Context: an optimization exercise on an open-source flow, tuned for small area, a short achievable clock period and few clock cycles per item. The choices shown serve that exercise and are no tape-out recipe. Function was checked by simulation only, so behaviour that the tests miss may differ from the original. Power and IR drop assume default switching activity.

==> design/flow/design.v <==
`timescale 1ns / 1ps
`default_nettype none
package lrud_pkg;
    localparam int WAYS     = 8;
    localparam int TAG_BITS = 32;
    localparam int TAG_W    = (TAG_BITS < 32) ? TAG_BITS : 32;
    localparam int WAY_W    = $clog2(WAYS);
    localparam int AGE_W    = $clog2(WAYS);
    localparam int CNT_W    = $clog2(WAYS + 1);
    localparam int KIND_W   = 2;
    localparam int BLOCK_W  = 32;
    localparam int OWAY_W   = 3;
    localparam int TOTAL_W  = 16;
    localparam int ADDR_W   = 3;
    localparam int DATA_W   = 32;
    localparam int CAP_W    = 4;
    localparam logic [0:0]       REG_WAYS_IN_USE = 1'b0;
    localparam logic [CAP_W-1:0] CAP_RESET       = 4'd8;
    typedef enum logic [KIND_W-1:0] {
        KIND_LOOKUP = 2'd0,
        KIND_INSERT = 2'd1,
        KIND_MARK   = 2'd2
    } t_kind;
    typedef struct packed {
        logic [KIND_W-1:0]  kind;
        logic [BLOCK_W-1:0] block_number;
        logic               insert_dirty;
    } t_req;
    typedef struct packed {
        logic               hit;
        logic [OWAY_W-1:0]  way;
        logic               evicted;
        logic [BLOCK_W-1:0] evicted_block;
        logic               evicted_dirty;
        logic [TOTAL_W-1:0] hit_total;
        logic [TOTAL_W-1:0] miss_total;
    } t_res;
endpackage
`default_nettype wire
`timescale 1ns / 1ps
`default_nettype none
module lrud_cfg (
    input  wire logic                        i_clk,
    input  wire logic                        i_rst_n,
    input  wire logic                        psel,
    input  wire logic                        penable,
    input  wire logic                        pwrite,
    input  wire logic [lrud_pkg::ADDR_W-1:0] paddr,
    input  wire logic [lrud_pkg::DATA_W-1:0] pwdata,
    output logic      [lrud_pkg::DATA_W-1:0] prdata,
    output logic                             pready,
    output logic      [lrud_pkg::CAP_W-1:0]  o_ways_in_use
);
    logic                       sel_ways_in_use;
    logic [lrud_pkg::CAP_W-1:0] r_cap;
    logic                       wr_en;
    assign sel_ways_in_use = (paddr[lrud_pkg::ADDR_W-1:2] == lrud_pkg::REG_WAYS_IN_USE);
    assign pready          = 1'b1;
    assign wr_en           = psel && penable && pwrite && pready && sel_ways_in_use;
    always_ff @(posedge i_clk) begin
        if (!i_rst_n) begin
            r_cap <= lrud_pkg::CAP_RESET;
        end else if (wr_en) begin
            r_cap <= pwdata[lrud_pkg::CAP_W-1:0];
        end
    end
    always_comb begin
        prdata = '0;
        if (sel_ways_in_use) begin
            prdata = lrud_pkg::DATA_W'(r_cap);
        end
    end
    assign o_ways_in_use = r_cap;
endmodule
`default_nettype wire
`timescale 1ns / 1ps
`default_nettype none
module lrud_dir (
    input  wire logic                          i_clk,
    input  wire logic                          i_rst_n,
    input  wire logic                          i_req_valid,
    input  wire lrud_pkg::t_req                i_req,
    input  wire logic [lrud_pkg::CAP_W-1:0]    i_cap,
    output logic                               o_hit,
    output logic      [lrud_pkg::OWAY_W-1:0]   o_way,
    output logic                               o_evicted,
    output logic      [lrud_pkg::BLOCK_W-1:0]  o_evicted_block,
    output logic                               o_evicted_dirty,
    output logic      [lrud_pkg::TOTAL_W-1:0]  o_hit_total,
    output logic      [lrud_pkg::TOTAL_W-1:0]  o_miss_total
);
    localparam int WAYS  = lrud_pkg::WAYS;
    localparam int TAG_W = lrud_pkg::TAG_W;
    localparam int TOT_W = lrud_pkg::TOTAL_W;
    logic [WAYS-1:0]        r_valid;
    logic [WAYS-1:0]        r_dirty;
    logic [WAYS-1:0]        r_newer [WAYS];
    logic [TAG_W-1:0]       r_tag   [WAYS];
    logic [TOT_W-1:0]       r_hit_cnt;
    logic [TOT_W-1:0]       r_miss_cnt;
    logic                   k_lookup, k_insert, k_mark;
    logic [WAYS-1:0]        hit_oh;
    logic                   hit_any;
    logic [WAYS-1:0]        older;       
    logic [WAYS-1:0]        vic_oh;
    logic [WAYS-1:0]        free_oh;
    logic                   full;
    logic                   evict;
    logic [WAYS-1:0]        slot_oh;
    logic                   ins_miss;
    logic [WAYS-1:0]        touch;
    logic [WAYS-1:0]        dirty_we;
    logic [WAYS-1:0]        tag_we;
    logic                   ev_out;
    logic [WAYS-1:0]        ev_sel;
    assign k_lookup = (i_req.kind == lrud_pkg::KIND_LOOKUP);
    assign k_insert = (i_req.kind == lrud_pkg::KIND_INSERT);
    assign k_mark   = (i_req.kind == lrud_pkg::KIND_MARK);
    always_comb begin
        for (int i = 0; i < WAYS; i++) begin
            hit_oh[i] = r_valid[i] && (r_tag[i] == i_req.block_number[TAG_W-1:0]);
        end
    end
    assign hit_any = |hit_oh;
    always_comb begin
        for (int i = 0; i < WAYS; i++) begin
            older[i] = 1'b1;
            for (int j = 0; j < WAYS; j++) begin
                if (j < i) begin
                    older[i] = older[i] && (!r_valid[j] || r_newer[j][i]);
                end else if (j > i) begin
                    older[i] = older[i] && (!r_valid[j] || !r_newer[i][j]);
                end
            end
        end
        vic_oh = r_valid & older;
    end
    always_comb begin
        for (int i = 0; i < WAYS; i++) begin
            free_oh[i] = !r_valid[i] && ((i == 0) || r_valid[(i == 0) ? 0 : i - 1]);
        end
    end
    always_comb begin
        if (i_cap == '0) begin
            full = r_valid[0];
        end else if (i_cap >= lrud_pkg::CAP_W'(WAYS)) begin
            full = r_valid[WAYS-1];
        end else begin
            full = r_valid[i_cap[2:0] - 3'd1];
        end
    end
    assign evict   = full;
    assign slot_oh = evict ? vic_oh : free_oh;
    assign ins_miss = k_insert && !hit_any;
    assign touch    = !i_req_valid ? '0 :
                      (k_insert && !hit_any) ? slot_oh :
                      ((k_insert || k_lookup) ? hit_oh : '0);
    assign dirty_we = !i_req_valid ? '0 :
                      k_insert ? (hit_any ? hit_oh : slot_oh) :
                      (k_mark ? hit_oh : '0);
    assign tag_we   = (i_req_valid && ins_miss) ? slot_oh : '0;
    always_ff @(posedge i_clk) begin
        if (!i_rst_n) begin
            r_valid    <= '0;
            r_hit_cnt  <= '0;
            r_miss_cnt <= '0;
        end else if (i_req_valid) begin
            if (ins_miss) begin
                r_valid <= r_valid | slot_oh;
            end
            if (k_lookup && hit_any && (r_hit_cnt != '1)) begin
                r_hit_cnt <= r_hit_cnt + TOT_W'(1);
            end
            if (k_lookup && !hit_any && (r_miss_cnt != '1)) begin
                r_miss_cnt <= r_miss_cnt + TOT_W'(1);
            end
        end
    end
    always_ff @(posedge i_clk) begin
        for (int i = 0; i < WAYS; i++) begin
            if (dirty_we[i]) begin
                r_dirty[i] <= k_mark || i_req.insert_dirty;
            end
            for (int j = i + 1; j < WAYS; j++) begin
                if (touch[i]) begin
                    r_newer[i][j] <= 1'b1;
                end else if (touch[j]) begin
                    r_newer[i][j] <= 1'b0;
                end
            end
            if (tag_we[i]) begin
                r_tag[i] <= i_req.block_number[TAG_W-1:0];
            end
        end
    end
    assign ev_out = k_insert && !hit_any && evict;
    assign ev_sel = ev_out ? vic_oh : '0;
    always_comb begin
        o_hit           = hit_any && (k_lookup || k_insert || k_mark);
        o_way           = '0;
        o_evicted       = ev_out;
        o_evicted_block = '0;
        o_evicted_dirty = 1'b0;
        for (int i = 0; i < WAYS; i++) begin
            if ((((k_lookup || k_mark) && hit_oh[i]) || (ins_miss && slot_oh[i]))) begin
                o_way = o_way | lrud_pkg::OWAY_W'(i);
            end
            if (ev_sel[i]) begin
                o_evicted_block = o_evicted_block | r_tag[i];
                o_evicted_dirty = o_evicted_dirty | r_dirty[i];
            end
        end
    end
    assign o_hit_total  = r_hit_cnt;
    assign o_miss_total = r_miss_cnt;
endmodule
`default_nettype wire
`timescale 1ns / 1ps
`default_nettype none
module lru_block_cache_directory (
    input  wire logic                          i_clk,
    input  wire logic                          i_rst_n,
    input  wire logic                          i_in_valid,
    output logic                               o_in_stall,
    input  wire logic [lrud_pkg::KIND_W-1:0]   i_kind,
    input  wire logic [lrud_pkg::BLOCK_W-1:0]  i_block_number,
    input  wire logic                          i_insert_dirty,
    output logic                               o_out_valid,
    input  wire logic                          i_out_stall,
    output logic                               o_hit,
    output logic      [lrud_pkg::OWAY_W-1:0]   o_way,
    output logic                               o_evicted,
    output logic      [lrud_pkg::BLOCK_W-1:0]  o_evicted_block,
    output logic                               o_evicted_dirty,
    output logic      [lrud_pkg::TOTAL_W-1:0]  o_hit_total,
    output logic      [lrud_pkg::TOTAL_W-1:0]  o_miss_total,
    input  wire logic                          psel,
    input  wire logic                          penable,
    input  wire logic                          pwrite,
    input  wire logic [lrud_pkg::ADDR_W-1:0]   paddr,
    input  wire logic [lrud_pkg::DATA_W-1:0]   pwdata,
    output logic      [lrud_pkg::DATA_W-1:0]   prdata,
    output logic                               pready
);
    logic                       r0_valid, r1_valid;
    lrud_pkg::t_req             r0_req, r1_req, in_req;
    logic                       r_out_valid;
    logic                       o_free;
    logic                       proc;
    logic                       r0_free;
    logic                       in_acc;
    logic [lrud_pkg::CAP_W-1:0] cap;
    logic                       r_hit;
    logic [lrud_pkg::OWAY_W-1:0] r_way;
    logic                       r_evicted;
    logic [lrud_pkg::BLOCK_W-1:0] r_evicted_block;
    logic                       r_evicted_dirty;
    logic                       d_hit;
    logic [lrud_pkg::OWAY_W-1:0] d_way;
    logic                       d_evicted;
    logic [lrud_pkg::BLOCK_W-1:0] d_evicted_block;
    logic                       d_evicted_dirty;
    assign in_req.kind         = i_kind;
    assign in_req.block_number = i_block_number;
    assign in_req.insert_dirty = i_insert_dirty;
    assign o_free     = !r_out_valid || !i_out_stall;
    assign proc       = r0_valid && o_free;
    assign r0_free    = !r0_valid || proc;
    assign o_in_stall = r1_valid;
    assign in_acc     = i_in_valid && !r1_valid;
    always_ff @(posedge i_clk) begin
        if (!i_rst_n) begin
            r0_valid    <= 1'b0;
            r1_valid    <= 1'b0;
            r_out_valid <= 1'b0;
        end else begin
            if (r0_free) begin
                r0_valid <= r1_valid || in_acc;
            end
            r1_valid    <= !r0_free && (r1_valid || in_acc);
            r_out_valid <= proc || (r_out_valid && i_out_stall);
        end
    end
    always_ff @(posedge i_clk) begin
        if (r0_free) begin
            r0_req <= r1_valid ? r1_req : in_req;
        end
        if (!r1_valid) begin
            r1_req <= in_req;
        end
        if (o_free) begin
            r_hit           <= d_hit;
            r_way           <= d_way;
            r_evicted       <= d_evicted;
            r_evicted_block <= d_evicted_block;
            r_evicted_dirty <= d_evicted_dirty;
        end
    end
    lrud_cfg u_cfg (
        .i_clk         (i_clk),
        .i_rst_n       (i_rst_n),
        .psel          (psel),
        .penable       (penable),
        .pwrite        (pwrite),
        .paddr         (paddr),
        .pwdata        (pwdata),
        .prdata        (prdata),
        .pready        (pready),
        .o_ways_in_use (cap)
    );
    lrud_dir u_dir (
        .i_clk           (i_clk),
        .i_rst_n         (i_rst_n),
        .i_req_valid     (proc),
        .i_req           (r0_req),
        .i_cap           (cap),
        .o_hit           (d_hit),
        .o_way           (d_way),
        .o_evicted       (d_evicted),
        .o_evicted_block (d_evicted_block),
        .o_evicted_dirty (d_evicted_dirty),
        .o_hit_total     (o_hit_total),
        .o_miss_total    (o_miss_total)
    );
    assign o_out_valid     = r_out_valid;
    assign o_hit           = r_hit;
    assign o_way           = r_way;
    assign o_evicted       = r_evicted;
    assign o_evicted_block = r_evicted_block;
    assign o_evicted_dirty = r_evicted_dirty;
endmodule
`default_nettype wire
==> design/flow/run.sh <==
#!/bin/bash
# synth_recipe.tcl (not shown) runs the flow's synth.tcl, then flattens the netlist and writes it again
# the make line also repeats each setting of config.mk as NAME=value (left out here)
make -C /OpenROAD-flow-scripts/flow DESIGN_CONFIG=/design/flow/config.mk WORK_HOME=/design/flow/orfs CLKGATE_MAP_FILE= SYNTH_SCRIPT=/design/flow/synth_recipe.tcl finish
==> design/flow/config.mk <==
export PLATFORM = sky130hd
export DESIGN_NAME = lru_block_cache_directory
export DESIGN_NICKNAME = lru_block_cache_directory
export VERILOG_FILES = /design/flow/design.v
export SDC_FILE = /design/flow/constraint.sdc
export NUM_CORES = 4
export LEC_CHECK = 0
export CAP_MARGIN = 20
export CORE_MARGIN = 2
export CORE_UTILIZATION = 40
export SLEW_MARGIN = 20
==> design/flow/constraint.sdc <==
create_clock -name core_clock -period 13.0 [get_ports {i_clk}]
set_input_delay 2.6000 -clock core_clock [delete_from_list [all_inputs] [get_ports {i_clk}]]
set_output_delay 2.6000 -clock core_clock [all_outputs]
set_load 0.01 [all_outputs]
==> report_table.html <==
<table>
<tr><th>Metric</th><th>Value</th></tr>
<tr><th colspan="2">STA</th></tr>
<tr><td>Setup Viol. Count Final</td><td>0</td></tr>
<tr><td>Total negative slack for setup checks</td><td>0 ps</td></tr>
<tr><td>Minimum clock period</td><td>6340 ps</td></tr>
<tr><td>Highest clock frequency the design can meet</td><td>158 MHz</td></tr>
<tr><td>Share of the clock period used by the worst path after layout</td><td>48.8%</td></tr>
<tr><td>Hold violation total from the final report</td><td>0</td></tr>
<tr><td>Max-Slew Margin vs Limit</td><td>33.0%</td></tr>
<tr><td>Unrepaired setup endpoints after global routing</td><td>no</td></tr>
<tr><td>Number of max-slew violations in the final report</td><td>0</td></tr>
<tr><td>Worst setup skew after layout</td><td>17.2 ps</td></tr>
<tr><td>Final critical-path setup slack</td><td>6660 ps</td></tr>
<tr><td>Worst-Margin Slew</td><td>1000 ps</td></tr>
<tr><th colspan="2">Finish</th></tr>
<tr><td>Number of nets in the finished design</td><td>1824</td></tr>
<tr><td>Layout overhead on the synthesized area</td><td>16.0%</td></tr>
<tr><td>Proportion of layout cells with a drive suffix above 1</td><td>9.42%</td></tr>
<tr><td>Ant. Diodes</td><td>0</td></tr>
<tr><th colspan="2">CTS</th></tr>
<tr><td>Root Buffer Master</td><td>sky130_fd_sc_hd__clkbuf_16</td></tr>
<tr><td>Clock network latency to the later pin of the worst-skew pair</td><td>590 ps</td></tr>
<tr><td>Count of buffers added by post-CTS timing repair for setup</td><td>0</td></tr>
<tr><td># resized after CTS</td><td>0</td></tr>
<tr><td>Quantity of hold-fixing buffers added after cts</td><td>0</td></tr>
<tr><td>Clock-pin slew on the worst setup and hold paths</td><td>50 ps</td></tr>
<tr><td>TritonCTS clock tree</td><td>built</td></tr>
<tr><td>TritonCTS Buffers</td><td>49</td></tr>
<tr><td>Deepest level of the CTS H-tree</td><td>2</td></tr>
<tr><td>Clock buffer depth</td><td>3</td></tr>
<tr><td>Sink Count</td><td>447</td></tr>
<tr><th colspan="2">Synthesis</th></tr>
<tr><td>Post-synth ARST share</td><td>0%</td></tr>
<tr><td>Number of synthesized register bits</td><td>447</td></tr>
<tr><td>Portion of the post-synthesis area used by sequential elements</td><td>59.7%</td></tr>
<tr><td>Count of yosys warnings during synthesis</td><td>5</td></tr>
<tr><td>Cells after synthesis</td><td>1641</td></tr>
<tr><td>Number of distinct library cells after synthesis</td><td>71</td></tr>
<tr><td>Netlist area before placement</td><td>20600 um^2</td></tr>
<tr><td>Primary flip-flop cell chosen by synthesis mapping</td><td>sky130_fd_sc_hd__edfxtp_1</td></tr>
<tr><td>Post-synth EDFFs</td><td>337</td></tr>
<tr><td>Syn Area/Cell</td><td>12.6 um^2</td></tr>
<tr><th colspan="2">Routing</th></tr>
<tr><td>Count of routing violations after the opening detailed-route iteration</td><td>1724</td></tr>
<tr><td>Antenna violation net count after detailed routing</td><td>0</td></tr>
<tr><td>Vias per std cell</td><td>5.91</td></tr>
<tr><td>Detailed-route wire length</td><td>69600 um</td></tr>
<tr><td>Remaining DRCs</td><td>0</td></tr>
<tr><td>Number of vias in the routed layout</td><td>14600</td></tr>
<tr><td>DRT Pass-1 Iters</td><td>6</td></tr>
<tr><td>Post-detailed-route wirelength per cell</td><td>28.2 um</td></tr>
<tr><th colspan="2">Pwr</th></tr>
<tr><td>Share of power burned in registers</td><td>50.8%</td></tr>
<tr><td>Total power divided by cell area</td><td>132 nW/um^2</td></tr>
<tr><td>Switching power</td><td>0.715 mW</td></tr>
<tr><td>VDD IR-drop max</td><td>0.108 mV</td></tr>
<tr><td>Power consumption</td><td>3.15 mW</td></tr>
<tr><td>Internal Pwr Total</td><td>2.44 mW</td></tr>
<tr><td>Combinational share of power</td><td>5.3%</td></tr>
<tr><td>Leak Pwr</td><td>7.93 nW</td></tr>
<tr><td>Clock share of power</td><td>43.9%</td></tr>
<tr><td>Switching share of power</td><td>22.7%</td></tr>
<tr><th colspan="2">Placement</th></tr>
<tr><td>Total of buffers placed on input and output ports</td><td>122</td></tr>
<tr><td>Placement Setup Slack</td><td>6650 ps</td></tr>
<tr><td>Final RePlAce weighted congestion</td><td>1.02</td></tr>
<tr><td>HPWL after detailed placement</td><td>48500 um</td></tr>
<tr><th colspan="2">Worst setup path</th></tr>
<tr><td>Max incr delay on CP</td><td>550 ps</td></tr>
<tr><td>R2R Setup Slk</td><td>8080 ps</td></tr>
<tr><td>CP cell instances</td><td>clkdlybuf4s50_1 &gt; nor2_1 &gt; clkdlybuf4s50_1</td></tr>
<tr><td>CP Buf/Inv Count</td><td>2</td></tr>
<tr><td>Endpoint required time on the critical path</td><td>10400 ps</td></tr>
<tr><td>Largest fanout on the critical path</td><td>5</td></tr>
<tr><td>Largest delay share family, worst path</td><td>buffers and inverters</td></tr>
<tr><td>Slowest cell on the critical path</td><td>sky130_fd_sc_hd__clkdlybuf4s50_1</td></tr>
<tr><td>Capturing element type of the critical path</td><td>output pin</td></tr>
<tr><td>Critical path's most frequent cell</td><td>sky130_fd_sc_hd__clkdlybuf4s50_1</td></tr>
<tr><td>Startpoint Class</td><td>input port</td></tr>
<tr><td>Type of the worst setup path</td><td>in -&gt; out</td></tr>
<tr><td>Arrival time worst endpoint</td><td>3740 ps</td></tr>
<tr><th colspan="2">GRT</th></tr>
<tr><td>Gr usage total</td><td>25.7%</td></tr>
<tr><td>Vias in the first global route</td><td>14000</td></tr>
<tr><td>GR Overflow Total</td><td>0</td></tr>
<tr><td>Wire length of the first global-routing pass</td><td>99200 um</td></tr>
<tr><td>Antenna violations before repair</td><td>0</td></tr>
<tr><td>Pin count of the biggest net entering global routing</td><td>42</td></tr>
<tr><th colspan="2">Floorplanning</th></tr>
<tr><td>Floorplan Core Area</td><td>51100 um^2</td></tr>
<tr><td>Die height</td><td>231 um</td></tr>
<tr><td>Number of cell rows</td><td>83</td></tr>
<tr><td>I/O pin count</td><td>182</td></tr>
<tr><td>Die outline area</td><td>53400 um^2</td></tr>
<tr><td>Die span in x</td><td>231 um</td></tr>
<tr><td>Initial standard-cell utilization of the core</td><td>40.4%</td></tr>
<tr><th colspan="2">Hold path</th></tr>
<tr><td>Class of the worst hold path</td><td>reg -&gt; reg</td></tr>
<tr><th colspan="2">Status</th></tr>
<tr><td>Outcome</td><td>timing/DRC/antenna clean</td></tr>
<tr><th colspan="2">Run</th></tr>
<tr><td>Reported max-cap violation count</td><td>0</td></tr>
</table>
worst paths after layout:
path                            startpoint            endpoint  cells after the start
worst max-delay path              paddr[2]           prdata[1]                      3
worst max register to register   r0_req[4]  u_dir.r_tag[7][13]                     10
worst min-delay path            r1_req[27]          r1_req[27]                      1
worst min register to register  r1_req[27]          r1_req[27]                      1
power by group through the flow:
stage	clock [mW]	sequential, mW	combinational, mW
floorplan	0	1.61	0.109
global placement	0	1.63	0.163
detailed placement	0	1.63	0.162
CTS	1.40	1.60	0.164
global route	1.46	1.61	0.171
finish	1.38	1.60	0.166
area by class of cell:
type	instances	area, um^2
clock buffers	76	1430
clock inverters	16	165
fillers	4631	27200
inverters	26	97.6
multi-input cells	1074	7650
flip-flops and latches	447	12300
well taps	680	851
repair buffers	145	1410
logic make-up (layout without fill, tap and decap cells):
kind of cell	count (synthesis)	in the layout	synth area share [%]
multiplexers	60	60	3.33
AO/OA/AOI/OAI	286	286	10.2
XOR/XNOR	254	254	10.8
flip-flops	447	447	59.7
buffers and inverters	147	263	3.86
adder cells (fa/ha/maj)	4	4	0.243
other	2	29	0.0364
AND/OR/NAND/NOR	441	441	11.8
flip-flops by register name, summed over array words and instances (netlist names):
signal and count:
u_dir.r_tag 256, r0_req 35, r1_req 35, r_evicted_block 32, u_dir.r_newer 28, u_dir.r_hit_cnt 16
u_dir.r_miss_cnt 16, u_dir.r_dirty 8, u_dir.r_valid 8, u_cfg.r_cap 4, r_way 3, r0_valid 1
r1_valid 1, r_evicted 1, r_evicted_dirty 1, r_hit 1, r_out_valid 1
synth_stat cells (all sizes together) (9+ instances only):
master	count	share of area, %
nor4	77	2.3
or4	14	0.56
nand4	50	1.6
or3	14	0.42
dfxtp	110	11
and2	11	0.33
a21oi	52	1.3
mux2	39	2.1
a22o	11	0.47
edfxtp	337	49
a222oi	23	1.1
o21bai	12	0.44
a221oi	13	0.55
nand2	74	1.3
nor3	28	0.68
o22ai	10	0.30
xor2	166	7.0
buf	73	2.5
a21o	14	0.51
nand2b	22	0.67
a31oi	10	0.30
nand3	58	1.4
and3	9	0.27
o21ai	26	0.63
nor2	54	0.99
mux2i	18	0.87
a22oi	72	2.6
clkbuf	48	0.88
xnor2	88	3.7
inv	26	0.47
metal layers:
metal  share of wire (%)  track usage [%]
met1                  41             33.4
met2                  49             43.7
met3                 6.1             3.70
met4                 3.8             9.56
met5                   0                0
cell usage in the layout, fill, tap and decap left out, types with 39 or more instances in the layout:
cell,netlist,routed
sky130_fd_sc_hd__clkdlybuf4s50_1,0,122
sky130_fd_sc_hd__a22oi_1,72,72
sky130_fd_sc_hd__edfxtp_1,337,337
sky130_fd_sc_hd__nand3_1,58,56
sky130_fd_sc_hd__clkbuf_16,0,52
sky130_fd_sc_hd__nor2_1,53,52
sky130_fd_sc_hd__xnor2_1,88,88
sky130_fd_sc_hd__nor4_1,77,77
sky130_fd_sc_hd__nand4_1,48,48
sky130_fd_sc_hd__dfxtp_1,110,109
sky130_fd_sc_hd__a21oi_1,50,50
sky130_fd_sc_hd__mux2_2,39,39
sky130_fd_sc_hd__xor2_1,166,166
sky130_fd_sc_hd__nand2_1,74,73
metrics by stage:
stage | instance area [um^2] | utilization [%] | instances | hold slack (ps)
floorplan | 20700 | - | 1668 | 441
global placement | 22300 | 43.7 | 2371 | 451
detailed placement | 22300 | 43.7 | 2371 | 459
CTS | 23900 | 46.8 | 2463 | 474
global route | 23900 | 46.8 | 2464 | 483
finish | 23900 | 46.8 | 2464 | 469
Testbench counts, summed over its fixed seeds: cycles 16,016, items 16,000.

[separate check: timing with driven ports]
The results above use ideal ports. As a check the final layout listed here was re-extracted and re-timed, cells and wires unchanged. Step 1 sets driving cells, clkbuf_16 on the clock port and buf_2 on the other inputs (assumed; they add their load-dependent delay and slew). Step 2 adds t to the input delays and takes it off the output delays; t is the mean of the earliest and latest rising clock arrival at the registers after step 1. Input paths then give back, and output paths get back, about the clock's delay inside the block. a / b / c = no drivers / after step 1 / after step 2; a / b = the first two.
shift t [ns]: 0.647
setup WS [ns]: 6.656 / 6.630 / 6.630
worst setup path at the end: input to output
latest minus earliest clock arrival (ns): 0.017 / 0.017
After both steps this run still meets setup and hold. For this run, drivers alone change the setup slack by -0.026 ns; drivers and shift together by -0.026 ns.
